This is an optimization exercise on Yosys and OpenROAD, whose aim is small area, a short achievable clock period and few clock cycles per item, not a production implementation. Where RTL was checked, it was by simulation tests only, not by an equivalence proof against the original. Power and IR drop assume default switching activity.

== rev 12 ==
// gear_param_sched
module gear_param_sched #(
   parameter int GEAR_W      = 8,
   parameter int PARAM_W     = 40,
   parameter int DEPTH       = 32,
   parameter int STABLE_CNT  = 4,
   parameter int ACK_TIMEOUT = 1023,
   parameter logic [PARAM_W-1:0] PARAM_DEFAULT = '0
) (
   input  logic                     clk,
   input  logic                     rst_n,
   input  logic [GEAR_W-1:0]        gear_in,
   input  logic                     cfg_we,
   input  logic [$clog2(DEPTH)-1:0] cfg_addr,
   input  logic                     cfg_valid,
   input  logic [GEAR_W-1:0]        cfg_code,
   input  logic [PARAM_W-1:0]       cfg_param,
   output logic [PARAM_W-1:0]       param_out,
   output logic                     param_req,
   input  logic                     param_ack,
   output logic                     busy,
   output logic                     unknown_err,
   output logic                     timeout_err,
   input  logic                     err_clr
);
==> module gear_param_sched, before the edit <==
module gear_param_sched #(
   parameter int GEAR_W      = 8,
   parameter int PARAM_W     = 40,
   parameter int DEPTH       = 32,
   parameter int STABLE_CNT  = 4,
   parameter int ACK_TIMEOUT = 1023,
   parameter logic [PARAM_W-1:0] PARAM_DEFAULT = '0
) (
   input  logic                     clk,
   input  logic                     rst_n,
   input  logic [GEAR_W-1:0]        gear_in,
   input  logic                     cfg_we,
   input  logic [$clog2(DEPTH)-1:0] cfg_addr,
   input  logic                     cfg_valid,
   input  logic [GEAR_W-1:0]        cfg_code,
   input  logic [PARAM_W-1:0]       cfg_param,
   output logic [PARAM_W-1:0]       param_out,
   output logic                     param_req,
   input  logic                     param_ack,
   output logic                     busy,
   output logic                     unknown_err,
   output logic                     timeout_err,
   input  logic                     err_clr
);
   localparam int IDX_W = $clog2(DEPTH);
   localparam int TMO_W = $clog2(ACK_TIMEOUT + 1);
   localparam int NTAP  = DEPTH / 2;
   logic [GEAR_W-1:0]  sync1_q, sync2_q, prev_q;
   logic [2:0]         stab_q, stab_d;
   logic               same, restart, ready;
   logic [DEPTH-1:0]   rv_q;
   logic [GEAR_W-1:0]  rc_q [DEPTH];
   logic [PARAM_W-1:0] rp_q [DEPTH];
   logic [IDX_W-1:0]   rot_q;
   logic               wpend_q, cmt_q;
   logic [IDX_W-1:0]   wa;
   logic               wv;
   logic               commit;
   logic [NTAP-1:0]    wrap_q;      
   logic [NTAP-1:0]    tmatch, tsel_d, tsel_q;
   logic               any_q;
   logic               best_f_q, best_b_q, take;
   logic [PARAM_W-1:0] best_p_q, cand_p;
   logic [TMO_W-1:0]   tmo_q;
   logic [PARAM_W-1:0] param_q;
   logic               req_q;
   logic               act_valid_q, miss_valid_q;
   logic [GEAR_W-1:0]  act_code_q, miss_code_q;
   logic               supp_q, dec_q;
   logic               unk_q, tmo_err_q;
   logic               go, hit, req_fall;
   assign wa      = act_code_q[IDX_W-1:0];
   assign wv      = act_code_q[IDX_W];
   assign commit  = wpend_q && (rot_q == {wa[3:0], wa[4]});
   assign same    = (sync2_q == prev_q);
   assign restart = !same || wpend_q || cmt_q;
   assign ready   = (stab_q == 3'd2) || (stab_q == 3'd3);
   always_comb begin
      if (restart)
         stab_d = 3'd0;
      else if (stab_q == 3'd3)
         stab_d = 3'd3;
      else
         stab_d = stab_q + 3'd1;
   end
   always_comb begin
      for (int j = 0; j < NTAP; j++)
         tmatch[j] = rv_q[2*j+1] && (rc_q[2*j+1] == sync2_q);
   end
   always_comb begin
      logic [NTAP-1:0] mw;
      logic            below, below_w, above_w;
      mw = tmatch & wrap_q;
      for (int j = 0; j < NTAP; j++) begin
         below   = 1'b0;
         below_w = 1'b0;
         above_w = 1'b0;
         for (int k = 0; k < NTAP; k++) begin
            if (k < j) below   = below | tmatch[k];
            if (k < j) below_w = below_w | mw[k];
            if (k > j) above_w = above_w | mw[k];
         end
         tsel_d[j] = tmatch[j] && (wrap_q[j] ? !below_w : !(below || above_w));
      end
   end
   always_comb begin
      cand_p = '0;
      for (int j = 0; j < NTAP; j++)
         cand_p = cand_p | ({PARAM_W{tsel_q[j]}} & rp_q[2*j]);
   end
   assign take = any_q && !wpend_q && (!best_f_q || (!rot_q[0] && best_b_q));
   assign go       = !req_q && ready && !restart && !supp_q && !dec_q;
   assign hit      = best_f_q;
   assign req_fall = req_q && (param_ack || (tmo_q == TMO_W'(ACK_TIMEOUT - 1)));
   always_ff @(posedge clk or negedge rst_n) begin
      if (!rst_n) begin
         sync1_q      <= '0;
         sync2_q      <= '0;
         prev_q       <= '0;
         stab_q       <= 3'd5;
         rv_q         <= '0;
         rot_q        <= '0;
         wrap_q       <= '0;
         wpend_q      <= 1'b0;
         cmt_q        <= 1'b0;
         best_f_q     <= 1'b0;
         param_q      <= PARAM_DEFAULT;
         req_q        <= 1'b0;
         act_valid_q  <= 1'b0;
         miss_valid_q <= 1'b0;
         supp_q       <= 1'b0;
         dec_q        <= 1'b0;
         unk_q        <= 1'b0;
         tmo_err_q    <= 1'b0;
      end else begin
         sync1_q <= gear_in;
         sync2_q <= sync1_q;
         prev_q  <= sync2_q;
         stab_q  <= stab_d;
         rot_q   <= rot_q + IDX_W'(1);
         if (rot_q == IDX_W'(DEPTH - 2))
            wrap_q <= '0;
         else if (!rot_q[0])
            wrap_q <= {1'b1, wrap_q[NTAP-1:1]};
         for (int p = 0; p < DEPTH - 1; p++)
            rv_q[p] <= rv_q[p+1];
         rv_q[DEPTH-1] <= commit ? wv : rv_q[0];
         if (cfg_we)
            wpend_q <= 1'b1;
         else if (commit)
            wpend_q <= 1'b0;
         cmt_q <= commit;
         if (restart)
            best_f_q <= 1'b0;
         else if (take)
            best_f_q <= 1'b1;
         supp_q <= (act_valid_q && (sync2_q == act_code_q)) ||
                   (miss_valid_q && (sync2_q == miss_code_q));
         dec_q  <= go;
         if (go) begin
            if (hit) begin
               req_q       <= 1'b1;
               act_valid_q <= 1'b1;
            end else begin
               miss_valid_q <= 1'b1;
            end
         end else if (req_fall) begin
            req_q <= 1'b0;
         end
         if (go && hit)
            param_q <= best_p_q;
         if (cfg_we) begin
            act_valid_q  <= 1'b0;
            miss_valid_q <= 1'b0;
         end
         unk_q     <= (go && !hit) || (unk_q && !err_clr);
         tmo_err_q <= (req_fall && !param_ack) || (tmo_err_q && !err_clr);
      end
   end
   always_ff @(posedge clk) begin
      if (go && hit)
         tmo_q <= '0;
      else if (req_q)
         tmo_q <= tmo_q + TMO_W'(1);
      if (cfg_we)
         act_code_q <= GEAR_W'({cfg_valid, cfg_addr});
      else if (go && hit)
         act_code_q <= sync2_q;
      if (cfg_we)
         miss_code_q <= cfg_code;
      else if (go && !hit)
         miss_code_q <= sync2_q;
      tsel_q <= tsel_d;
      any_q  <= |tmatch;
      if (take)
         best_b_q <= rot_q[0];
      if (cfg_we)
         best_p_q <= cfg_param;
      else if (take)
         best_p_q <= cand_p;
   end
   for (genvar p = 0; p < DEPTH; p++) begin : g_ring
      if (p == DEPTH - 1) begin : g_port
         always_ff @(posedge clk) begin
            rc_q[p] <= commit ? miss_code_q : rc_q[0];
            rp_q[p] <= commit ? best_p_q : rp_q[0];
         end
      end else begin : g_shift
         always_ff @(posedge clk) begin
            rc_q[p] <= rc_q[p+1];
            rp_q[p] <= rp_q[p+1];
         end
      end
   end
   assign param_out   = param_q;
   assign param_req   = req_q;
   assign busy        = req_q;
   assign unknown_err = unk_q;
   assign timeout_err = tmo_err_q;
endmodule
Settings: LEC_CHECK=0, CAP_MARGIN=20, CORE_MARGIN=2, CORE_UTILIZATION=60, CTS_CLUSTER_DIAMETER=100, CTS_CLUSTER_SIZE=30, PLACE_DENSITY=0.7, SETUP_SLACK_MARGIN=3.5, SLEW_MARGIN=20; clock period 6.0 ns.
run.sh (not shown) runs the stock make flow with config.mk's settings and CLKGATE_MAP_FILE= SYNTH_SCRIPT=/design/flow/synth_recipe.tcl, a recipe that flattens the netlist after the stock synthesis.
Testbench counts of rev 12, summed over its fixed seeds: cycles 24,000, lookups 4,000.
#### Input delta (rev 13 over rev 12)
--- a/flow/design.v
+++ b/flow/design.v
@@ -45,11 +45,10 @@
    logic [PARAM_W-1:0] param_q;
    logic               req_q;
    logic               act_valid_q, miss_valid_q;
    logic [GEAR_W-1:0]  act_code_q, miss_code_q;
-   logic               supp_q, dec_q;
    logic               unk_q, tmo_err_q;
-   logic               go, hit, req_fall;
+   logic               supp, go, hit, req_fall;
    assign wa      = act_code_q[IDX_W-1:0];
    assign wv      = act_code_q[IDX_W];
    assign commit  = wpend_q && (rot_q == {wa[3:0], wa[4]});
    assign same    = (sync2_q == prev_q);
@@ -88,9 +87,11 @@
       for (int j = 0; j < NTAP; j++)
          cand_p = cand_p | ({PARAM_W{tsel_q[j]}} & rp_q[2*j]);
    end
    assign take = any_q && !wpend_q && (!best_f_q || (!rot_q[0] && best_b_q));
-   assign go       = !req_q && ready && !restart && !supp_q && !dec_q;
+   assign supp     = (act_valid_q && (prev_q == act_code_q)) ||
+                     (miss_valid_q && (prev_q == miss_code_q));
+   assign go       = !req_q && ready && !restart && !supp;
    assign hit      = best_f_q;
    assign req_fall = req_q && (param_ack || (tmo_q == TMO_W'(ACK_TIMEOUT - 1)));
    always_ff @(posedge clk or negedge rst_n) begin
       if (!rst_n) begin
@@ -107,10 +108,8 @@
          param_q      <= PARAM_DEFAULT;
          req_q        <= 1'b0;
          act_valid_q  <= 1'b0;
          miss_valid_q <= 1'b0;
-         supp_q       <= 1'b0;
-         dec_q        <= 1'b0;
          unk_q        <= 1'b0;
          tmo_err_q    <= 1'b0;
       end else begin
          sync1_q <= gear_in;
@@ -133,11 +132,8 @@
          if (restart)
             best_f_q <= 1'b0;
          else if (take)
             best_f_q <= 1'b1;
-         supp_q <= (act_valid_q && (sync2_q == act_code_q)) ||
-                   (miss_valid_q && (sync2_q == miss_code_q));
-         dec_q  <= go;
          if (go) begin
             if (hit) begin
                req_q       <= 1'b1;
                act_valid_q <= 1'b1;
Results
- The flip-flop and latch count of rev 12 and that of rev 13 are within noise of each other.
- Rev 13 against rev 12: clock-pin slew on the worst setup and hold paths flat, total nets after synthesis down 104, layout overhead on the synthesized area up 1.2 points.
- Summary of rev 13 over rev 12: flip-flop and latch area saw little to no change, multi-input logic portion of the cell area essentially unchanged, power density normalized to cell area dropped 3.0 nW/um^2.
- Rev 13 — fraction of final layout cells sized beyond drive strength 1 2.2 points higher, rev 12 as reference
- Compared with rev 12, in rev 13 fraction of synthesis flops using an asynchronous set or reset pin flat, compound-cell area share of the yosys netlist went up, worst-path maximum fanout shows an increase of 17.
- The setup slack of rev 13 is smaller than that of rev 12.
No functional check of the RTL was part of rev 13.

separate check: timing with driven ports:
How much do the figures lean on ideal ports? The routed layouts below were timed once more, with nothing changed but the port constraints. Step 1 assumes that a clkbuf_16 drives the clock port and a buf_2 every other input. Step 2, shift: input delay + t, output delay - t, t = (earliest + latest rising clock arrival at the registers) / 2. This alone moves slack from input paths to output paths. a / b / c = no drivers / after step 1 / after step 2; a / b = the first two.
run	t (ns)	slack for setup (ns)	worst register clock-pin slew, ns
rev 12	0.706	3.527 / 3.461 / 2.895	0.12 / 0.12
rev 13	0.710	3.446 / 3.408 / 3.014	0.12 / 0.12
After both steps every run listed still meets setup and hold. The setup slack of rev 12, which loses most, moves by -0.066 ns with the drivers and by -0.632 ns with both steps.
